This is an optimization exercise on Yosys and OpenROAD, whose aim is small area, not a production implementation.
Only simulation tests tie the RTL to the original design; equivalence was not proved.
No driver is modelled on the clock port, so clocking that relies on it looks cheaper here than on a real chip.

== job 8810 ==
Design fetch_top, start of the top module:
module fetch_top (
    input  logic    CLK,
    input  logic    reset,
    input  logic [1:0] pc_mux,
    input  logic [63:0] br_target,
    input  logic [63:0] mtvec,
    input  logic    trap,
    input  logic    br_stall_de,
    input  logic    br_stall_agex,
    input  logic    br_stall_mem,
    input  logic    mem_stall,
    output logic    de_v,
    output logic [31:0]   de_ir,
    output logic [63:0] de_npc,
    output logic    f_iam,
    output logic    f_iaf,
    output logic    f_ii
);
Size in the first run: about 670 cells after synthesis, roughly 240 I/O pins, about 5700 um^2 of cells after synthesis.
export LEC_CHECK = 0
export CAP_MARGIN = 10
export CORE_MARGIN = 2
export CORE_UTILIZATION = 60
export GPL_TIMING_DRIVEN = 0
export SLEW_MARGIN = 10
create_clock -name core_clock -period 8.0 [get_ports {CLK}]
standard.sh (not shown) runs the stock make flow with config.mk's settings and CLKGATE_MAP_FILE= SYNTH_SCRIPT=/design/flow/synth_recipe.tcl, a recipe that flattens the netlist after the stock synthesis.
==> flow/flow/run.sh <==
#!/bin/bash
# The standard layout, with three changes:
#  * after the standard synthesis, its combinational cells are mapped again by
#    ABC with area-oriented scripts (flip-flops, their names and cell types
#    are left as the standard synthesis made them); of the scripts below, the
#    smallest netlist whose worst setup slack (OpenSTA, no wires) is at least
#    -0.1 ns is kept;
#  * each port is buffered by the smallest buffer cell instead of the one
#    buffer_ports picks by default;
#  * clock tree synthesis without dummy loads and with smaller clock buffers;
#    a clock buffer whose sinks would see a slew over 100 ps is upsized again
#    (flow/fixclk.tcl, run right after clock tree synthesis).
set -euo pipefail
HERE=$(pwd)
LIB=$FLOW_HOME/platforms/sky130hd/lib/sky130_fd_sc_hd__tt_025C_1v80.lib
YOSYS=${YOSYS_EXE:-$FLOW_HOME/../tools/install/yosys/bin/yosys}
command -v "$YOSYS" > /dev/null || YOSYS=yosys
R=$HERE/orfs/results/sky130hd/fetch_top/base

bash standard.sh synth > flow_synth.log 2>&1

cp $R/1_2_yosys.v $HERE/std_netlist.v
python3 flow/mkmap.py $LIB $HERE/comb_cells.v > flow_mkmap.log 2>&1

best=""
best_area=""
best_slack=""
for s in d3 f1 f2 f4; do
  cat > $HERE/resyn_$s.ys <<EOT
read_liberty -lib $LIB
read_verilog $HERE/std_netlist.v
hierarchy -top fetch_top
techmap -map $HERE/comb_cells.v
opt -purge
techmap
opt -purge
abc -liberty $LIB -dont_use *probe* -dont_use *lpflow* -script $HERE/flow/$s.abc
setundef -zero
splitnets
opt_clean -purge
hilomap -singleton -hicell sky130_fd_sc_hd__conb_1 HI -locell sky130_fd_sc_hd__conb_1 LO
insbuf -buf sky130_fd_sc_hd__buf_4 A X
stat -liberty $LIB
write_verilog -noattr -noexpr -nohex -nodec $HERE/resyn_$s.v
EOT
  if ! "$YOSYS" -s $HERE/resyn_$s.ys > flow_resyn_$s.log 2>&1; then continue; fi
  area=$(grep "Chip area" flow_resyn_$s.log | tail -1 | awk '{print $NF}')
  cat > $HERE/sta_$s.tcl <<EOT
read_lef $FLOW_HOME/platforms/sky130hd/lef/sky130_fd_sc_hd.tlef
read_lef $FLOW_HOME/platforms/sky130hd/lef/sky130_fd_sc_hd_merged.lef
read_liberty $LIB
read_verilog $HERE/resyn_$s.v
link_design fetch_top
read_sdc $HERE/constraint.sdc
set_wire_load_model -name "Small"
report_worst_slack -max -digits 3
EOT
  openroad -no_init -exit $HERE/sta_$s.tcl > flow_sta_$s.log 2>&1 || continue
  slack=$(grep "worst slack" flow_sta_$s.log | tail -1 | awk '{print $NF}')
  [[ -n "$area" && -n "$slack" ]] || continue
  echo "script $s area $area slack $slack" >> flow_choice.log
  if awk -v s="$slack" 'BEGIN{exit !(s >= -0.1)}'; then
    if [[ -z "$best" ]] || awk -v a="$area" -v b="$best_area" 'BEGIN{exit !(a < b)}'; then
      best=$s; best_area=$area; best_slack=$slack
    fi
  fi
done
[[ -n "$best" ]] || best=d3
echo "chosen $best" >> flow_choice.log

# hand the new netlist to the rest of the flow
cp $HERE/resyn_$best.v $R/1_2_yosys.v
rm -f $R/1_synth.odb $R/1_synth.sdc
export BUFFER_PORTS_ARGS="-buffer_cell sky130_fd_sc_hd__buf_1"
export CTS_ARGS="-sink_clustering_enable -repair_clock_nets -dont_use_dummy_load -buf_list sky130_fd_sc_hd__clkbuf_8 -root_buf sky130_fd_sc_hd__clkbuf_8 -sink_clustering_size 35 -sink_clustering_max_diameter 100"
export POST_CTS_TCL=$HERE/flow/fixclk.tcl
bash standard.sh synth > flow_synth2.log 2>&1
bash standard.sh finish > flow_finish.log 2>&1
==> flow/flow/f2.abc <==
strash; &get -n; &deepsyn -T 30; &b -d; &dch -f; &nf -R 1000; &put
==> flow/flow/f4.abc <==
strash; &get -n; &dc2; &dc2; &b -d; &dch -f; &nf -R 1000; &put
==> flow/flow/fixclk.tcl <==
# Upsize each clock tree buffer whose sinks see a slew over 100 ps (placement
# estimate) to clkbuf_16, then legalize the placement again.
estimate_parasitics -placement
set fixed 0
foreach inst [get_cells clkbuf_*] {
  set worst 0
  foreach pin [get_pins -of_objects $inst -filter "direction == output"] {
    foreach sink [get_pins -of_objects [get_nets -of_objects $pin] -filter "direction == input"] {
      set s [get_property $sink slew_max]
      if {$s > $worst} { set worst $s }
    }
  }
  if {$worst > 0.100} {
    replace_cell $inst sky130_fd_sc_hd__clkbuf_16
    incr fixed
  }
}
puts "fixclk: upsized $fixed clock buffers"
if {$fixed > 0} {
  detailed_placement
  estimate_parasitics -placement
}
Other scripts of this flow, unchanged in this note and not shown: flow/flow/d3.abc, flow/flow/f1.abc, flow/flow/mkmap.py
Changes in job 9532 relative to job 8810:
- a deleted GPL_TIMING_DRIVEN that had been 0
Results
Across job 8810 and job 9532, the outcome is the same: a clean finish for every run.
Taking job 8810 over job 9532, the last weighted congestion value of the routability-driven placer ratio works out to 1.06.
Job 9532 — post-layout minimum cycle time 0.19 ns lower, job 8810 as reference
The core of job 9532 is less densely filled than that of job 8810.
Looking at buffering stage count on the worst path with inverters included, job 9532 sits above job 8810.
Here is what was changed in the inputs of job 5567 compared with job 9532.
- CORE_UTILIZATION changed from 60 to 75
diff --git a/flow/flow/run.sh b/flow/flow/run.sh
--- a/flow/flow/run.sh
+++ b/flow/flow/run.sh
@@ -5,5 +5,5 @@
 #    are left as the standard synthesis made them); of the scripts below, the
 #    smallest netlist whose worst setup slack (OpenSTA, no wires) is at least
-#    -0.1 ns is kept;
+#    -0.05 ns is kept;
 #  * each port is buffered by the smallest buffer cell instead of the one
 #    buffer_ports picks by default;
@@ -26,5 +26,5 @@
 best_area=""
 best_slack=""
-for s in d3 f1 f2 f4; do
+for s in d3 f1 s3 s7 s22 s26; do
   cat > $HERE/resyn_$s.ys <<EOT
 read_liberty -lib $LIB
@@ -60,5 +60,5 @@
   [[ -n "$area" && -n "$slack" ]] || continue
   echo "script $s area $area slack $slack" >> flow_choice.log
-  if awk -v s="$slack" 'BEGIN{exit !(s >= -0.1)}'; then
+  if awk -v s="$slack" 'BEGIN{exit !(s >= -0.05)}'; then
     if [[ -z "$best" ]] || awk -v a="$area" -v b="$best_area" 'BEGIN{exit !(a < b)}'; then
       best=$s; best_area=$area; best_slack=$slack
==> flow/flow/s22.abc (new file) <==
strash
&get -n
&dc2
&dc2
&b
&dc2
&b
&dch -f
&nf -R 1000
&put
==> flow/flow/s26.abc (new file) <==
strash
&get -n
&dc2
&b
&dc2
&b
&dch -f
&nf -R 1000 -p
&put
==> flow/flow/s3.abc (new file) <==
strash
&get -n
&dc2
&dc2
&dc2
&b
&dch -f
&nf -R 1000
&put
==> flow/flow/s7.abc (new file) <==
strash
&get -n
&dc2
&b
&dc2
&b
&dch -f
&nf -R 1000
&put
removed: flow/flow/f2.abc
removed: flow/flow/f4.abc
==> comparison <==
On mapped cell area, job 5567 does better than job 9532. Width of the chip in job 5567 is 10% below job 9532. Job 5567: it failed with a tool error in global placement (3_3_place_gp), so there are no final results. | die span in y | lower: job 5567 |. Summary — mean instance size in the synthesized netlist, job 5567 relative to job 9532: higher, by about 0.8%. Summary of job 5567 over job 9532: total number of placement rows went down by 4; instance count of the mapped netlist now sits lower.
diff inputs: job 5567 => job 5733
- CORE_UTILIZATION now 60, was 75
diff --git a/flow/flow/run.sh b/flow/flow/run.sh
--- a/flow/flow/run.sh
+++ b/flow/flow/run.sh
@@ -5,10 +5,8 @@
 #    are left as the standard synthesis made them); of the scripts below, the
 #    smallest netlist whose worst setup slack (OpenSTA, no wires) is at least
-#    -0.05 ns is kept;
+#    -1.0 ns is kept (timing repair in the layout closes the rest);
 #  * each port is buffered by the smallest buffer cell instead of the one
 #    buffer_ports picks by default;
-#  * clock tree synthesis without dummy loads and with smaller clock buffers;
-#    a clock buffer whose sinks would see a slew over 100 ps is upsized again
-#    (flow/fixclk.tcl, run right after clock tree synthesis).
+#  * clock tree synthesis without dummy loads and with smaller clock buffers.
 set -euo pipefail
 HERE=$(pwd)
@@ -26,5 +24,5 @@
 best_area=""
 best_slack=""
-for s in d3 f1 s3 s7 s22 s26; do
+for s in d3 f1 f2 f4 d1; do
   cat > $HERE/resyn_$s.ys <<EOT
 read_liberty -lib $LIB
@@ -60,5 +58,5 @@
   [[ -n "$area" && -n "$slack" ]] || continue
   echo "script $s area $area slack $slack" >> flow_choice.log
-  if awk -v s="$slack" 'BEGIN{exit !(s >= -0.05)}'; then
+  if awk -v s="$slack" 'BEGIN{exit !(s >= -1.0)}'; then
     if [[ -z "$best" ]] || awk -v a="$area" -v b="$best_area" 'BEGIN{exit !(a < b)}'; then
       best=$s; best_area=$area; best_slack=$slack
@@ -73,6 +71,5 @@
 rm -f $R/1_synth.odb $R/1_synth.sdc
 export BUFFER_PORTS_ARGS="-buffer_cell sky130_fd_sc_hd__buf_1"
-export CTS_ARGS="-sink_clustering_enable -repair_clock_nets -dont_use_dummy_load -buf_list sky130_fd_sc_hd__clkbuf_8 -root_buf sky130_fd_sc_hd__clkbuf_8 -sink_clustering_size 35 -sink_clustering_max_diameter 100"
-export POST_CTS_TCL=$HERE/flow/fixclk.tcl
+export CTS_ARGS="-sink_clustering_enable -repair_clock_nets -dont_use_dummy_load -buf_list sky130_fd_sc_hd__clkbuf_8 -root_buf sky130_fd_sc_hd__clkbuf_8 -sink_clustering_size 16 -sink_clustering_max_diameter 60"
 bash standard.sh synth > flow_synth2.log 2>&1
 bash standard.sh finish > flow_finish.log 2>&1
==> flow/flow/d1.abc (new file) <==
strash; &get -n; &deepsyn -T 60; &b; &dch -f; &nf -R 1000; &put
==> flow/flow/f2.abc (new file) <==
strash; &get -n; &deepsyn -T 30; &b -d; &dch -f; &nf -R 1000; &put
==> flow/flow/f4.abc (new file) <==
strash; &get -n; &dc2; &dc2; &b -d; &dch -f; &nf -R 1000; &put
removed: flow/flow/fixclk.tcl
removed: flow/flow/s22.abc
removed: flow/flow/s26.abc
removed: flow/flow/s3.abc
removed: flow/flow/s7.abc
--- outcome ---
Job 5567: it failed with a tool error in global placement (3_3_place_gp), so there are no final results.
Job 5733 went all the way through synthesis, placement and routing and the layout is clean on timing, DRC and antenna.
Total number of placement rows for job 5733: 4 up relative to job 5567
Going from job 5567 to job 5733, mean area per synthesized cell now larger, initial core utilization went down, synthesized cell count -15, die height now larger.

-- what the ideal ports hide --
Ports are ideal in the flow. The routed layouts listed here were re-timed in OpenROAD. Step 1 sets driving cells, clkbuf_16 on the clock port and buf_2 on the other inputs (assumed; they add their load-dependent delay and slew). Step 2 adds t to the input delays and takes it off the output delays; t is the mean of the earliest and latest rising clock arrival at the registers after step 1. Input paths then give back, and output paths get back, about the clock's delay inside the block. Three values: ideal ports, drivers, drivers and shift; two values: the first two.
| run | t, ns | setup WS [ns] | worst register clock-pin slew, ns |
|---|---|---|---|
| job 8810 | 0.356 | 0.297 / 0.316 / -0.039 | 0.10 / 0.10 |
| job 9532 | 0.357 | 0.484 / 0.504 / 0.147 | 0.10 / 0.10 |
| job 5733 | 0.384 | 0.376 / 0.387 / 0.003 | 0.12 / 0.12 |
With both steps, setup timing fails in job 8810, where it was met with ideal ports. The setup slack of job 5733, which loses most, moves by +0.011 ns with the drivers and by -0.373 ns with both steps.
